This is an optimization exercise on Yosys and OpenROAD, whose aim is small area and a short achievable clock period, not a production implementation.
Function was checked by simulation only, so behaviour that the tests miss may differ from the original.
Power figures rest on the tool's default switching activity, not on a simulated workload.

<file path="design.v">
package axis_wconv_pkg;
    function automatic integer wconv_depth(input integer nin, input integer nout);
        wconv_depth = nin + nout;
    endfunction
    function automatic integer wconv_cnt_w(input integer nin, input integer nout);
        wconv_cnt_w = $clog2(nin + nout + 1);
    endfunction
    function automatic bit wconv_params_ok(input integer nin, input integer nout);
        wconv_params_ok = (nin >= 1) && (nout >= 1);
    endfunction
endpackage
module wconv_sbuf
#(
    parameter int B    = 16,
    parameter int NIN  = 12,
    parameter int NOUT = 16
) (
    input  logic              aclk,
    input  logic [6:0]        hold,       
    input  logic              pop,        
    input  logic [20:0]       wr,         
    input  logic [NIN*B-1:0]  in_dat,
    output logic [NOUT*B-1:0] head
);
    localparam int GW = 4 * B;      
    logic [7*GW-1:0] grp;
    logic [7*GW-1:0] grp_n;
    logic [GW-1:0] g0, g1, g2, g3, g4, g5, g6;
    logic [GW-1:0] i0, i1, i2;
    logic [GW-1:0] y1, y3, y4;
    assign {g6, g5, g4, g3, g2, g1, g0} = grp;
    assign {i2, i1, i0} = in_dat;
    wconv_aoi3 #(.W(GW)) u_aoi1 (
        .e0 (hold[1]), .d0 (g1), .e1 (pop),   .d1 (g5), .e2 (wr[1*3+0]), .d2 (i0), .y (y1)
    );
    wconv_aoi3 #(.W(GW)) u_aoi3 (
        .e0 (hold[3]), .d0 (g3), .e1 (wr[3*3+0]), .d1 (i0), .e2 (wr[3*3+1]), .d2 (i1), .y (y3)
    );
    wconv_aoi3 #(.W(GW)) u_aoi4 (
        .e0 (hold[4]), .d0 (g4), .e1 (wr[4*3+0]), .d1 (i0), .e2 (wr[4*3+1]), .d2 (i1), .y (y4)
    );
    always_comb begin
        grp_n[0*GW +: GW] = ({GW{hold[0]}} & g0) | ({GW{pop}} & g4) | ({GW{wr[0*3+0]}} & i0);
        grp_n[1*GW +: GW] = ~y1 | ({GW{wr[1*3+1]}} & i1);
        grp_n[2*GW +: GW] = ({GW{hold[2]}} & g2) | ({GW{pop}} & g6) | ({GW{wr[2*3+0]}} & i0)
                          | ({GW{wr[2*3+1]}} & i1) | ({GW{wr[2*3+2]}} & i2);
        grp_n[3*GW +: GW] = ~y3 | ({GW{wr[3*3+2]}} & i2);
        grp_n[4*GW +: GW] = ~y4 | ({GW{wr[4*3+2]}} & i2);
        grp_n[5*GW +: GW] = ({GW{hold[5]}} & g5) | ({GW{wr[5*3+1]}} & i1) | ({GW{wr[5*3+2]}} & i2);
        grp_n[6*GW +: GW] = ({GW{hold[6]}} & g6) | ({GW{wr[6*3+2]}} & i2);
    end
    always_ff @(posedge aclk) begin
        grp <= grp_n;
    end
    assign head = grp[NOUT*B-1:0];
endmodule
module wconv_aoi3
#(
    parameter int W = 64
) (
    input  logic         e0,
    input  logic [W-1:0] d0,
    input  logic         e1,
    input  logic [W-1:0] d1,
    input  logic         e2,
    input  logic [W-1:0] d2,
    output logic [W-1:0] y
);
    assign y = ~(({W{e0}} & d0) | ({W{e1}} & d1) | ({W{e2}} & d2));
endmodule
module axis_wconv_v2
#(
    parameter int B    = 16,
    parameter int NIN  = 12,
    parameter int NOUT = 16
) (
    input  logic              aclk,
    input  logic              areset,
    input  logic              s_axis_tvalid,
    output logic              s_axis_tready,
    input  logic [NIN*B-1:0]  s_axis_tdata,
    input  logic              s_axis_tlast,
    output logic              m_axis_tvalid,
    input  logic              m_axis_tready,
    output logic [NOUT*B-1:0] m_axis_tdata,
    output logic              m_axis_tlast
);
    logic [2:0] cnt_g;       
    logic       flush;
    logic       rdy_r;       
    logic       vld_r;       
    logic       lst_r;       
    logic [4:0] at_r;        
    logic [2:0] cnt_n;
    logic       flush_n;
    logic       rdy_n;
    logic       s_hs;
    logic       m_hs;
    assign s_axis_tready = rdy_r && !areset;
    assign m_axis_tvalid = vld_r && !areset;
    assign m_axis_tlast  = lst_r && !areset;
    assign s_hs = s_axis_tvalid && rdy_r;
    assign m_hs = m_axis_tready && vld_r;
    always_comb begin
        cnt_n   = cnt_g;
        flush_n = flush;
        if (m_hs) begin
            cnt_n = (cnt_g >= 3'd4) ? cnt_g - 3'd4 : 3'd0;
        end
        if (s_hs) begin
            cnt_n = cnt_n + 3'd3;
        end
        if (m_hs && lst_r) begin
            flush_n = 1'b0;
        end else if (s_hs && s_axis_tlast) begin
            flush_n = 1'b1;
        end
        rdy_n = (cnt_n <= 3'd4) && !flush_n;
    end
    always_ff @(posedge aclk) begin
        if (areset) begin
            cnt_g <= 3'd0;
            flush <= 1'b0;
            rdy_r <= 1'b1;
            vld_r <= 1'b0;
            lst_r <= 1'b0;
            at_r  <= 5'b00001;
        end else begin
            cnt_g <= cnt_n;
            flush <= flush_n;
            rdy_r <= rdy_n;
            vld_r <= (cnt_n >= 3'd4) || (flush_n && (cnt_n != 3'd0));
            lst_r <= flush_n && (cnt_n <= 3'd4);
            for (int k = 0; k < 5; k++) begin
                at_r[k] <= rdy_n && (cnt_n == 3'(k));
            end
        end
    end
    logic        pop;
    logic [6:0]  hold;
    logic [20:0] wr;            
    logic [4:0]  at_le;         
    assign pop = m_axis_tready && vld_r;
    always_comb begin
        at_le[0] = at_r[0];
        for (int g = 1; g < 5; g++) begin
            at_le[g] = at_le[g-1] || at_r[g];
        end
        for (int g = 0; g < 7; g++) begin
            for (int k = 0; k < 3; k++) begin
                if (g - k < 0) begin
                    wr[g*3+k] = 1'b0;
                end else if (g - k == 0) begin
                    wr[g*3+k] = s_axis_tvalid && (at_r[0] || (m_axis_tready && at_r[4]));
                end else if (g - k < 4) begin
                    wr[g*3+k] = s_axis_tvalid && at_r[g-k];
                end else if (g - k == 4) begin
                    wr[g*3+k] = s_axis_tvalid && at_r[4] && !m_axis_tready;
                end else begin
                    wr[g*3+k] = 1'b0;
                end
            end
            hold[g] = !(pop || (s_axis_tvalid && at_le[(g < 4) ? g : 4]));
        end
    end
    wconv_sbuf #(
        .B    (B),
        .NIN  (NIN),
        .NOUT (NOUT)
    ) u_sbuf (
        .aclk    (aclk),
        .hold    (hold),
        .pop     (pop),
        .wr      (wr),
        .in_dat  (s_axis_tdata),
        .head    (m_axis_tdata)
    );
endmodule
</file>
<file path="flow/run.sh">
#!/bin/bash
# Standard layout, with the port buffers made from the smallest buffer cell instead of the
# cell buffer_ports picks by default (a slow delay cell).
set -euo pipefail
export BUFFER_PORTS_ARGS="-buffer_cell sky130_fd_sc_hd__buf_1"
bash standard.sh > make_finish.log 2>&1
</file>
<file path="standard.sh">
#!/bin/bash
# synth_recipe.tcl (not shown) runs the flow's synth.tcl, then flattens the netlist and writes it again
# the make line also repeats each setting of config.mk as NAME=value (left out here)
make -C /OpenROAD-flow-scripts/flow DESIGN_CONFIG=/design/flow/config.mk WORK_HOME=/design/flow/orfs CLKGATE_MAP_FILE= SYNTH_SCRIPT=/design/flow/synth_recipe.tcl "${@:-finish}"
</file>
<file path="config.mk">
export PLATFORM = sky130hd
export DESIGN_NAME = axis_wconv_v2
export DESIGN_NICKNAME = axis_wconv_v2
export VERILOG_FILES = /design/flow/design.v
export SDC_FILE = /design/flow/constraint.sdc
export NUM_CORES = 4
export LEC_CHECK = 0
export CAP_MARGIN = 20
export CORE_MARGIN = 2
export CORE_UTILIZATION = 40
export CTS_BUF_LIST = sky130_fd_sc_hd__clkbuf_16
export CTS_CLUSTER_DIAMETER = 60
export CTS_CLUSTER_SIZE = 30
export SETUP_SLACK_MARGIN = 4.1
export SLEW_MARGIN = 20
export SYNTH_HIERARCHICAL = 1
</file>
<file path="constraint.sdc">
create_clock -name core_clock -period 7.0 [get_ports {aclk}]
set_input_delay 1.4000 -clock core_clock [delete_from_list [all_inputs] [get_ports {aclk}]]
set_output_delay 1.4000 -clock core_clock [all_outputs]
set_load 0.01 [all_outputs]
</file>
==> metrics.md, run 1 <==
| Metric | Value |
|---|---|
| CTS tree | `done` |
| DR WL/cell | `23.00 um` |
| Die X | `215.5 um` |
| Clock tree buffer depth | `3` |
| Avg Inst Size Synth | `a little over 10 um^2` |
| Final WL | `63060 um` |
| P_leak | `8.977 nW` |
| Critical Path Sink Type | `output port` |
| Routability cong. | `0.8208` |
| RR Endpoint | `u_sbuf.grp[275]` |
| Clock sinks | `460` |
| Vias in the first global route | `15710` |
| Root buffer cell | `clkbuf_16` |
| Critical path class | `in2out` |
| Setup-failing EPs final | `0` |
| I/O pins | `456` |
| Die area | `0.04646 mm^2` |
| Fin. max-slew vios | `0` |
| CP required | `~5.6 ns` |
| Pre-antenna DRT Iters | `14` |
| WHS Path Cells | `2` |
| Post-Syn Instances | `1773` |
| HPWL after detailed placement | `35210 um` |
| Max-Cap Viols | `0` |
| Reg-to-reg startpoint | `at_r[0]` |
| Final period utilization | `44.73%` |
| Peak VDD IR | `0.2191 mV` |
| Synthesis Warnings | `8` |
| Die Ht | `215.5 um` |
| Syn Std Cell Area | `around 0.018 mm^2` |
| Setup_tns | `0 ns` |
| DP Cell Count | `2660` |
| Crit-path max cell delay | `0.11 ns` |
| Congestion Overflow GR | `0` |
| Initial core utilization | `40.48%` |
| Via count | `around 17000` |
| Drt initial violations | `3653` |
| Crit path cell chain | `buf_12 > nor2b_4 > buf_6` |
| Non-Filler Instances | `2742` |
| Clock Skew | `0.01504 ns` |
| Critical-path maximum fanout | `4` |
| Final WS setup | `between 3 and 4 ns` |
| Fmax | `319.4 MHz` |
| DRC viols | `0` |
| Post-route ant nets | `0` |
| Drt via density | `6.210` |
| H-tree Lvls | `2` |
| First-pass GRT wire length | `93660 um` |
| Reg2Reg Depth | `7` |
| Slew headroom | `roughly 28%` |
| Worst-skew pair later-pin latency | `0.55 ns` |
| Worst-Margin Slew | `roughly 1.1 ns` |
| Place WS | `2.747 ns` |
| CP delay by family, top | `buffers and inverters` |
| IO buf count | `455` |
| Initial antenna violation count | `2` |
| Area growth syn-to-layout | `16.43%` |
| Hold WC Path Type | `reg2reg` |
| Hold path startpoint | `u_sbuf.grp[288]` |
| Final Hold Viols | `0` |
| CORE AREA | `roughly 0.044 mm^2` |
| Nets@finish | `2316` |
| Min Clock Period, post-route | `~3.1 ns` |
| Worst Path Buf+Inv | `2` |
| Share of cells above drive strength 1 | `5.636%` |
| Worst path arrival time | `1.73 ns` |
| Startpoint types | `input port` |
| Total GRT Usage | `25.11%` |
| CP max-delay cell | `buf_12` |
| RSZ-0062 raised after global routing | `yes` |
| Pwr per Cell Area | `approximately 420 mW/mm^2` |
| Final Util | `between 40 and 50%` |
| Status | `finished clean` |
| Hold Path End | `u_sbuf.grp[32]` |
| Cts bufs inserted | `37` |
| Syn Nets | `between 1500 and 2000` |
| Setup slack, reg-to-reg | `4.72 ns` |
| Clock input transition at the sequential cells of the worst setup and hold paths | `roughly 0.07 ns` |
| Rows | `77` |
| Hold Buf Count CTS | `0` |
| Largest net degree at the start of global routing | `around 190` |
==> state kept, by name (all words and copies together) (netlist names) <==
| name | flops |
|---|---|
| u_sbuf.grp | 448 |
| at_r | 5 |
| cnt_g | 3 |
| flush | 1 |
| lst_r | 1 |
| rdy_r | 1 |
| vld_r | 1 |
==> worst reg2reg max path, stage by stage (launching register included) <==
cell      delay (ns)
dfxtp_1         0.36
or3_1           0.44
a21oi_4         0.17
nor2b_4         0.23
and2_4          0.38
buf_16          0.35
a222oi_1        0.19
nand2_1         0.11
==> area by class of cell <==
| cell class | instances | area, um^2 |
|---|---|---|
| sequential | 460 | 9209 |
| timing repair buffer | 475 | 2034 |
| tap | 592 | 740.7 |
| fill | 4244 | 23380 |
| inverter | 131 | 508.0 |
| timing repair inverter | 2 | 17.52 |
| antenna | 3 | 7.507 |
| multi-input combinational | 1011 | 7007 |
| clock buffer | 39 | 975.9 |
| clock inverter | 29 | 341.6 |
==> what timing repair did <==
| item | 4_1_cts | 5_1_grt |
|---|---|---|
| setup endpoints to repair | 441 | 228 |
| endpoints found under the hold margin | 0 | 0 |
| gates resized for setup | 25 | 5 |
| pin swaps | 3 | 1 |
| gates cloned | 6 | 2 |
| buffers inserted | 1 | 2 |
==> where the power goes <==
group / internal [W] / switching [W]
Sequential: 0.00338 / 0.000444
Clock: 0.00119 / 0.00111
Combinational: 0.000951 / 0.00168
==> placed cells by master (no fill, tap or decap), types with 2 or more instances in the layout <==
master	instances
a21oi_1	4
buf_6	7
nor2b_4	6
nor2_1	3
xnor2_1	2
inv_8	5
clkinv_4	3
nor3b_2	2
dfxtp_1	460
a22oi_1	64
buf_16	2
clkbuf_16	40
a22o_1	64
a21oi_4	2
inv_16	2
and2_4	4
nand2b_1	2
bufinv_16	3
buf_2	2
diode_2	3
buf_1	449
inv_6	10
buf_4	8
inv_1	132
and2_2	5
clkinv_2	3
nand2_1	450
clkinv_8	2
buf_12	6
a222oi_1	384
==> metrics by stage <==
stage | cell area [um^2] | hold WS [ns] | total power [W]
2_1_floorplan | 17920 | 0.4328 | 0.005447
3_3_place_gp | 19270 | 0.4378 | 0.006314
5_1_grt | 20840 | 0.4792 | 0.009166
6_report | 20840 | 0.4604 | 0.008746
3_5_place_dp | 19290 | 0.4457 | 0.006389
4_1_cts | 20750 | 0.4638 | 0.008731
==> layer usage <==
layer  vias to the layer above  GRT usage, %  wire (um)
met2                      1028         39.88      29720
met3                        89         4.764       6555
li1                       7631             -          -
met5                         -             0          0
met4                         0         9.678       1542
met1                      8280         33.80      25240
==> worst max path at each step <==
stage                       to  cells past startpoint           from
3_5_place_dp   u_sbuf.grp[377]                      9  m_axis_tready
2_1_floorplan     m_axis_tlast                      1         areset
3_3_place_gp   u_sbuf.grp[299]                      9  m_axis_tready
6_report         s_axis_tready                      3         areset
5_1_grt          s_axis_tready                      3         areset
4_1_cts           m_axis_tlast                      3         areset
==> run 2: changes to the inputs <==
--- a/config.mk
+++ b/config.mk
@@ -12,4 +12,4 @@
 export CTS_CLUSTER_DIAMETER = 60
-export CTS_CLUSTER_SIZE = 30
-export SETUP_SLACK_MARGIN = 4.1
+export CTS_CLUSTER_SIZE = 24
+export SETUP_SLACK_MARGIN = 3.7
 export SLEW_MARGIN = 20
==> run 2 against run 1 <==
  * Still clean
  * Die area is the same
  * Final cell count grew 0.15%
  * Combinational power grew 3%
  * Clock power shrank 2%
==> metrics.md, run 2 <==
| Metric | Value |
|---|---|
| Clock sinks | `460` |
| Clock input transition at the sequential cells of the worst setup and hold paths | `roughly 0.09 ns` |
| Die X | `about 220 um` |
| Vias in the first global route | `around 16000` |
| Drt via density | `6.241` |
| Biggest register | `u_sbuf.grp` |
| Share of cells above drive strength 1 | `5.620%` |
| Placed Area | `0.01925 mm^2` |
| Leading cell type in the layout, fill and taps excluded | `dfxtp_1` |
| Nets@finish | `2322` |
| Drt initial violations | `3692` |
| P_leak | `8.963 nW` |
| Pwr per Cell Area | `420.4 mW/mm^2` |
| Root buffer cell | `clkbuf_16` |
| Final period utilization | `a little under half` |
| Fill cell count | `4217` |
| Fmax | `308.0 MHz` |
| Worst-Margin Slew | `around 1.1 ns` |
| DR WL/cell | `~24 um` |
| Peak VDD IR | `0.2141 mV` |
| Final cell area excluding filler cells | `0.02080 mm^2` |
| Post-route ant nets | `0` |
| Final Hold Viols | `0` |
| Area growth syn-to-layout | `16.22%` |
| Critical-path maximum fanout | `9` |
| CTS tree | `done` |
| Status | `finished clean` |
| Most frequent cells in the layout | `dfxtp_1 (460), buf_1 (451), nand2_1 (450), a222oi_1 (384), inv_1 (131)` |
| Via count | `17140` |
| HPWL after detailed placement | `34800 um` |
| Congestion Overflow GR | `0` |
| Place WS | `1.749 ns` |
| Top flop regs | `u_sbuf.grp (448), at_r (5), cnt_g (3)` |
| Slew headroom | `25.84%` |
| RSZ-0062 raised after global routing | `no` |
| Final WS setup | `3.754 ns` |
| CORE AREA | `0.04422 mm^2` |
| Crit path cell chain | `buf_2 > nor2b_1 > buf_1` |
| First-pass GRT wire length | `95670 um` |
| Syn Std Cell Area | `between 0.015 and 0.02 mm^2` |
| Clock tree buffer depth | `3` |
| Clock Skew | `0.02498 ns` |
| Max-Cap Viols | `0` |
| Rows | `77` |
| IO buf count | `455` |
| Die area | `about 0.046 mm^2` |
| Min Clock Period, post-route | `3.246 ns` |
| Fin. max-slew vios | `0` |
| Synthesis Warnings | `8` |
| Critical path class | `in2out` |
| Total GRT Usage | `25.86%` |
| CP required | `around 5.6 ns` |
| Crit-path max cell delay | `0.17 ns` |
| Setup-failing EPs final | `0` |
| DRC viols | `0` |
| Startpoint types | `input port` |
| Initial core utilization | `40.48%` |
| Largest net degree at the start of global routing | `193` |
| CP max-delay cell | `buf_1` |
| Critical Path Sink Type | `output port` |
| Worst-skew pair later-pin latency | `0.58 ns` |
| Die Ht | `215.5 um` |
| Pre-antenna DRT Iters | `13` |
| Avg Inst Size Synth | `10.10 um^2` |
| Number of flip-flops in the largest register | `448` |
| Final WL | `between 60000 and 70000 um` |
| Post-Syn Instances | `about 1800` |
| Syn Nets | `around 2000` |
| Cts bufs inserted | `37` |
| Hold WC Path Type | `reg2reg` |
| Worst hold slack | `roughly 0.45 ns` |
| Worst path arrival time | `approximately 1.9 ns` |
| Pwr Total | `between 0.008 and 0.009 W` |
| I/O pins | `456` |
| H-tree Lvls | `2` |
| Initial antenna violation count | `0` |
| Routability cong. | `0.8106` |
| Setup_tns | `0 ns` |
## run 2: changes by cell type in the layout (fill, tap and decap cells not counted), sizes merged
cell      before  now
bufinv         3    1
clkinvlp       1    3
bufbuf         0    2
diode          3    1
clkinv         8   11
inv          150  146
clkbuf        40   42
nor2           4    5
nor2b          6    7
and2           9   10
## run 2: final timing paths
| check | startpoint | end | slack (ns) | cells past startpoint |
|---|---|---|---|---|
| max | areset | m_axis_tlast | 3.75 | 3 |
| min | u_sbuf.grp[260] | u_sbuf.grp[4] | 0.45 | 2 |
| max reg2reg | at_r[0] | u_sbuf.grp[219] | 4.50 | 7 |
| min reg2reg | u_sbuf.grp[260] | u_sbuf.grp[4] | 0.45 | 2 |
## run 2: layout make-up
type / count / area (um^2) / share of cell area (%)
Multi-Input combinational cell: 1014 / 7009 / 33.69
Clock inverter: 29 / 312.8 / 1.504
Inverter: 131 / 508.0 / 2.442
Antenna cell: 1 / 2.502 / 0.01203
Sequential cell: 460 / 9209 / 44.27
Tap cell: 592 / 740.7 / 3.560
Timing Repair Buffer: 479 / 2037 / 9.791
Clock buffer: 39 / 975.9 / 4.691
Timing Repair inverter: 1 / 8.758 / 0.04210
## run 2: where the power goes
| part | switching (W) | internal [W] |
|---|---|---|
| Sequential | 0.000428 | 0.00338 |
| Combinational | 0.00173 | 0.000970 |
| Clock | 0.00112 | 0.00112 |
| Total | 0.00328 | 0.00547 |
## run 2: critical path: cells and delay by family
kind | cells | cell delay, ns
buffers and inverters | 2 | 0.32
AND/OR/NAND/NOR | 1 | 0.13
## run 2: per-stage QoR
stage / utilization [%] / cells
after floorplan: - / 1773
after global placement: 43.52 / 2659
after detailed placement: 43.52 / 2659
after CTS: 46.86 / 2738
after global routing: 47.04 / 2745
final: 47.04 / 2746
## run 2: what timing repair did
action / 4_1_cts / 5_1_grt
pin swaps: 2 / 2
setup buffers: 2 / 3
cloned: 9 / 3
gates resized for setup: 16 / 3
endpoints found under the setup margin: 330 / 217
hold buffers: 0 / 0
## run 2: layer usage
layer	global-route usage (%)	vias up	part of all wire, %
li1	-	7648	-
met5	0	-	0
met4	8.644	0	2.5
met1	33.98	8329	40
met2	42.15	1063	47
met3	5.666	99	10
==> run 3: changes to the inputs <==
--- a/config.mk
+++ b/config.mk
@@ -11,5 +11,5 @@
 export CTS_BUF_LIST = sky130_fd_sc_hd__clkbuf_16
-export CTS_CLUSTER_DIAMETER = 60
-export CTS_CLUSTER_SIZE = 24
-export SETUP_SLACK_MARGIN = 3.7
+export CTS_CLUSTER_DIAMETER = 90
+export CTS_CLUSTER_SIZE = 30
+export SETUP_SLACK_MARGIN = 3.85
 export SLEW_MARGIN = 20
==> run 3 against run 2 <==
  * Flip-flop and latch count is the same
  * Clock skew decreased by 0.0041 ns
  * First-iteration DRC count is 2.7% lower
  * Clock power is 29% lower
  * Combinational power about the same
  * Critical endpoint unchanged
  * Largest power group unchanged
==> metrics.md, run 3 <==
| Metric | Value |
|---|---|
| Status | `finished clean` |
| Clock sinks | `460` |
| Number of flip-flops in the largest register | `about 450` |
| Post-route ant nets | `0` |
| Min Clock Period, post-route | `3.144 ns` |
| First-pass GRT wire length | `96340 um` |
| CP max-delay cell | `buf_2` |
| Syn Nets | `roughly 2000` |
| Rows | `77` |
| Die Ht | `215.5 um` |
| Worst-skew pair later-pin latency | `around 0.58 ns` |
| Crit-path max cell delay | `around 0.14 ns` |
| H-tree Lvls | `1` |
| Avg Inst Size Synth | `10.10 um^2` |
| I/O pins | `456` |
| DR WL/cell | `23.95 um` |
| Die X | `215.5 um` |
| CP required | `5.60 ns` |
| Root buffer cell | `clkbuf_16` |
| Critical Path Sink Type | `output port` |
| Most frequent cells in the layout | `dfxtp_1 (460), nand2_1 (449), buf_1 (449), a222oi_1 (384), inv_1 (130)` |
| Pre-antenna DRT Iters | `10` |
| Max-Cap Viols | `0` |
| Final period utilization | `between 40% and 50%` |
| Worst-Margin Slew | `1.131 ns` |
| Nets@finish | `between 2000 and 2500` |
| Peak VDD IR | `0.2111 mV` |
| Initial antenna violation count | `0` |
| Area growth syn-to-layout | `13.11%` |
| Final Hold Viols | `0` |
| Share of cells above drive strength 1 | `4.436%` |
| Placed Area | `0.01925 mm^2` |
| Crit path cell chain | `buf_8 > nor2b_1 > buf_2` |
| Clock Skew | `0.02092 ns` |
| Total GRT Usage | `25.97%` |
| CP delay by family, top | `buffers and inverters` |
| Hold Buf Count CTS | `0` |
| Fmax | `about 320 MHz` |
| Clock input transition at the sequential cells of the worst setup and hold paths | `0.12 ns` |
| Startpoint types | `input port` |
| P_leak | `8.695 nW` |
| Die area | `0.04646 mm^2` |
| Congestion Overflow GR | `0` |
| Synthesis Warnings | `8` |
| Pwr Total | `roughly 0.0081 W` |
| Critical path class | `in2out` |
| Setup_tns | `0 ns` |
| Drt via density | `6.297` |
| CORE AREA | `0.04422 mm^2` |
| HPWL after detailed placement | `34800 um` |
| Worst Path Buf+Inv | `2` |
| Initial core utilization | `40.48%` |
| IO buf count | `455` |
| Top flop regs | `u_sbuf.grp (448), at_r (5), cnt_g (3)` |
| DRC viols | `0` |
| Vias in the first global route | `15610` |
| Post-Syn Instances | `1773` |
| Cts bufs inserted | `22` |
| Worst path arrival time | `1.74 ns` |
| Drt initial violations | `3591` |
| Hold WC Path Type | `reg2reg` |
| Setup-failing EPs final | `0` |
| Largest net degree at the start of global routing | `~190` |
| Critical-path maximum fanout | `4` |
| Syn Std Cell Area | `~0.018 mm^2` |
| Fin. max-slew vios | `0` |
| Via count | `17070` |
| Pwr per Cell Area | `400.0 mW/mm^2` |
| RSZ-0062 raised after global routing | `yes` |
| Final WL | `64940 um` |
| # diodes | `0` |
| Biggest register | `u_sbuf.grp` |
| CTS tree | `done` |
| Routability cong. | `0.8106` |
| Clock tree buffer depth | `3` |
| Slew headroom | `24.62%` |
| Final cell area excluding filler cells | `about 0.020 mm^2` |
| Leading cell type in the layout, fill and taps excluded | `dfxtp_1` |
==> run 3: worst min-delay path: cells and delay by family (launching register included) <==
family                 cells  cell delay (ns)
flip-flops                 1             0.34
buffers and inverters      1             0.05
AO/OA/AOI/OAI              1             0.06
==> run 3: final cells by class <==
class	count	area, um^2
flip-flops and latches	460	9209
repair buffers	479	2048
well taps	592	740.7
repair inverters	1	8.758
inverters	131	508.0
multi-input cells	1014	7017
clock inverters	11	140.1
fillers	4262	23970
clock buffers	23	575.6
==> run 3: power breakdown <==
group / leakage, nW / internal (W) / total, W / switching [W]
registers: 3.79 / 0.00338 / 0.00380 / 0.000428
logic: 4.56 / 0.000973 / 0.00271 / 0.00174
clock network: 0.346 / 0.000639 / 0.00158 / 0.000941
total: 8.69 / 0.00499 / 0.00810 / 0.00311
==> run 3: final timing paths <==
path / slack [ns] / start / end / depth (start not counted)
hold reg to reg: 0.45 / u_sbuf.grp[305] / u_sbuf.grp[49] / 2
hold / removal: 0.45 / u_sbuf.grp[305] / u_sbuf.grp[49] / 2
setup reg to reg: 4.48 / at_r[0] / u_sbuf.grp[283] / 8
setup / recovery: 3.86 / areset / m_axis_tlast / 3
==> run 3: per-layer routing <==
layer  vias to the layer above  GRT usage, %  routed length (um)  share of wire, %
met4                         0         7.356                1609               2.5
met2                      1043         42.96               30930                48
met5                         -             0                   0                 0
met1                      8358         35.10               25980                40
met3                        85         4.144                6421               9.9
li1                       7585             -                   -                 -
==> run 3: repair_timing <==
action | 4_1_cts | 5_1_grt
pin swaps | 3 | 0
cloned | 12 | 0
gates resized for setup | 26 | 2
hold endpoints to repair | 0 | 0
setup endpoints to repair | 403 | 200
buffers inserted | 5 | 1
==> run 3: through the flow <==
step | hold slack, ns | setup WS, ns | std cells | util, %
floorplan | 0.4328 | 4.022 | 1773 | -
global placement | 0.4366 | 1.801 | 2659 | 43.52
detailed placement | 0.4461 | 1.749 | 2659 | 43.52
CTS | 0.4561 | 3.816 | 2710 | 45.76
global route | 0.4854 | 3.823 | 2711 | 45.79
finish | 0.4550 | 3.856 | 2711 | 45.79
==> run 4: changes to the inputs <==
--- a/config.mk
+++ b/config.mk
@@ -12,4 +12,4 @@
 export CTS_CLUSTER_DIAMETER = 90
-export CTS_CLUSTER_SIZE = 30
-export SETUP_SLACK_MARGIN = 3.85
+export CTS_CLUSTER_SIZE = 26
+export SETUP_SLACK_MARGIN = 4.1
 export SLEW_MARGIN = 20
==> run 4 against run 3 <==
  * Clock power grew 3%
  * Highest routed layer unchanged
  * Largest power group unchanged
  * Wire length decreased by 3.3%
  * Non-clock buffer count shrank 3
  * Core utilization up 0.10 points
  * Critical path type unchanged
  * Final area rose by 0.23%
==> metrics.md, run 4 <==
| Metric | Value |
|---|---|
| Status | `finished clean` |
| Critical path class | `in2out` |
| Number of flip-flops in the largest register | `approximately 450` |
| Avg Inst Size Synth | `10.10 um^2` |
| CP max-delay cell | `buf_12` |
| Rows | `77` |
| Drt initial violations | `approximately 3300` |
| Hold WC Path Type | `reg2reg` |
| Drt via density | `around 6.2` |
| Area growth syn-to-layout | `13.36%` |
| Biggest register | `u_sbuf.grp` |
| CTS tree | `done` |
| Vias in the first global route | `15570` |
| Reg-to-reg startpoint | `at_r[0]` |
| CP required | `5.60 ns` |
| Synthesis Warnings | `8` |
| Clock Power Share | `around 20%` |
| RR Endpoint | `u_sbuf.grp[181]` |
| Clock tree buffer depth | `3` |
| Clock Skew | `approximately 0.024 ns` |
| Syn Nets | `between 1500 and 2000` |
| DP Cell Count | `2660` |
| Net switching power | `0.003050 W` |
| Total GRT Usage | `24.55%` |
| Fin. max-slew vios | `0` |
| Hold Path End | `u_sbuf.grp[5]` |
| DRC viols | `0` |
| Routability cong. | `0.8208` |
| Fmax | `319.4 MHz` |
| Syn Std Cell Area | `0.01790 mm^2` |
| Seq pwr share | `47.2%` |
| Critical-path maximum fanout | `4` |
| Worst path arrival time | `1.73 ns` |
| Worst-Margin Slew | `1.081 ns` |
| Max-Cap Viols | `0` |
| Final Hold Viols | `0` |
| Final period utilization | `44.73%` |
| Nets@finish | `roughly 2300` |
| Final cell area excluding filler cells | `roughly 0.020 mm^2` |
| Reg2Reg Depth | `5` |
| Worst hold slack | `roughly 0.45 ns` |
| Die area | `0.04646 mm^2` |
| IO buf count | `455` |
| Clock input transition at the sequential cells of the worst setup and hold paths | `0.10 ns` |
| Pwr per Cell Area | `399.0 mW/mm^2` |
| Root buffer cell | `clkbuf_16` |
| Placed Area | `0.01929 mm^2` |
| Clock sinks | `460` |
| Internal power | `roughly 0.0050 W` |
| Cts bufs inserted | `24` |
| HPWL after detailed placement | `35210 um` |
| Congestion Overflow GR | `0` |
| Final WL | `62770 um` |
| Setup slack, reg-to-reg | `around 4.7 ns` |
| Non-Filler Instances | `2711` |
| Top flop regs | `u_sbuf.grp (448), at_r (5), cnt_g (3)` |
| Crit path cell chain | `buf_12 > nor2b_4 > buf_6` |
| CORE AREA | `0.04422 mm^2` |
| Setup_tns | `0 ns` |
| WHS Path Cells | `2` |
| Pre-antenna DRT Iters | `14` |
| RSZ-0062 raised after global routing | `yes` |
| Worst-skew pair later-pin latency | `0.58 ns` |
| Initial core utilization | `about two fifths` |
| Most frequent cells in the layout | `dfxtp_1 (460), nand2_1 (450), buf_1 (449), a222oi_1 (384), inv_1 (130)` |
| Peak VDD IR | `0.2383 mV` |
| Combinational power share | `between 30% and 40%` |
| Critical Path Sink Type | `output port` |
| Crit-path max cell delay | `0.11 ns` |
| Final WS setup | `around 3.9 ns` |
| First-pass GRT wire length | `around 93000 um` |
| Largest net degree at the start of global routing | `193` |
| Place WS | `2.747 ns` |
| Min Clock Period, post-route | `3.131 ns` |
| Die Ht | `between 200 and 250 um` |
| H-tree Lvls | `1` |
| Share of cells above drive strength 1 | `4.348%` |
| Startpoint types | `input port` |
| Die X | `roughly 220 um` |
| I/O pins | `456` |
| Hold path startpoint | `u_sbuf.grp[261]` |
| Initial antenna violation count | `2` |
| Via count | `approximately 17000` |
| P_leak | `8.704 nW` |
| Post-Syn Instances | `1773` |
| Sw frac | `between 30% and 40%` |
| Post-route ant nets | `0` |
| DR WL/cell | `23.15 um` |
| Setup-failing EPs final | `0` |
| Leading cell type in the layout, fill and taps excluded | `dfxtp_1` |
| Slew headroom | `roughly 28%` |
==> run 4: through the flow <==
step	utilization [%]	power [W]
detailed placement	43.62	0.006389
global placement	43.57	0.006314
floorplan	-	0.005447
global route	45.88	0.008504
finish	45.89	0.008097
CTS	45.66	0.008064
==> run 4: power by group through the flow <==
| stage | logic [W] | registers (W) | clock network (W) |
|---|---|---|---|
| after floorplan | 0.00140 | 0.00405 | 0 |
| after global placement | 0.00247 | 0.00384 | 0 |
| after detailed placement | 0.00252 | 0.00387 | 0 |
| after CTS | 0.00258 | 0.00381 | 0.00168 |
| after global routing | 0.00285 | 0.00390 | 0.00176 |
| final | 0.00264 | 0.00382 | 0.00163 |
==> run 4: critical path: cells and delay by family <==
family / cells / cell delay [ns]
AND/OR/NAND/NOR: 1 / 0.11
buffers and inverters: 2 / 0.22
==> run 4: worst max path at each step <==
stage                        startpoint         endpoint  slack [ns]
after floorplan                  areset     m_axis_tlast        4.09
after global placement    m_axis_tready  u_sbuf.grp[299]        2.79
after detailed placement  m_axis_tready  u_sbuf.grp[377]        2.75
after CTS                        areset     m_axis_tlast        3.88
after global routing             areset    s_axis_tready        3.85
final                            areset    s_axis_tready        3.87
==> run 4: area by class of cell <==
type	count	area [um^2]
diodes	3	7.507
clock buffers	25	625.6
clock inverters	11	131.4
fillers	4253	23930
inverters	131	508.0
multi-input cells	1011	7007
flip-flops and latches	460	9209
well taps	592	740.7
repair buffers	476	2047
repair inverters	2	17.52
==> run 4: repair_timing <==
item / CTS / global route
hold buffers: 0 / 0
buffers inserted: 1 / 2
pin swaps: 3 / 2
endpoints found under the setup margin: 441 / 188
resized for setup: 27 / 3
gates cloned: 5 / 4
==> run 4: routing by layer <==
layer	track usage, %	share of wire, %	up-vias
met5	0	0	-
met4	7.839	2.6	0
met3	4.440	9.7	92
met2	39.97	47	964
met1	33.01	41	8266
li1	-	-	7567

==> port drivers added, routing unchanged <==
In the flow no input, the clock included, has a driving cell. The finished layouts below were timed again as built, in two steps.
Step 1 (the two cells are an assumption about what drives the block):
set clk [get_ports {aclk}]
set_driving_cell -lib_cell sky130_fd_sc_hd__clkbuf_16 $clk
set_driving_cell -lib_cell sky130_fd_sc_hd__buf_2 [delete_from_list [all_inputs] $clk]
Step 2 moves the port delays by t, midway between the first and last clock arrival at a register: inputs arrive t later, outputs are due t later. That takes back most of the time a late clock gives input paths.
Slacks: no drivers / after step 1 / after step 2; pairs: no drivers / after step 1.
run | t (ns) | slack for setup (ns) | hold WS [ns] | latest minus earliest clock arrival (ns)
run 1 | 0.608 | 3.869 / 3.821 / 3.579 | 0.460 / 0.460 / 0.460 | 0.021 / 0.020
run 2 | 0.623 | 3.754 / 3.735 / 3.306 | 0.451 / 0.451 / 0.451 | 0.029 / 0.030
run 3 | 0.631 | 3.856 / 3.818 / 3.328 | 0.455 / 0.455 / 0.455 | 0.026 / 0.025
run 4 | 0.621 | 3.869 / 3.821 / 3.609 | 0.453 / 0.453 / 0.453 | 0.025 / 0.025
After both steps setup and hold are still met in every run listed. For run 3, which loses most, drivers alone change the setup slack by -0.038 ns; drivers and shift together by -0.528 ns.
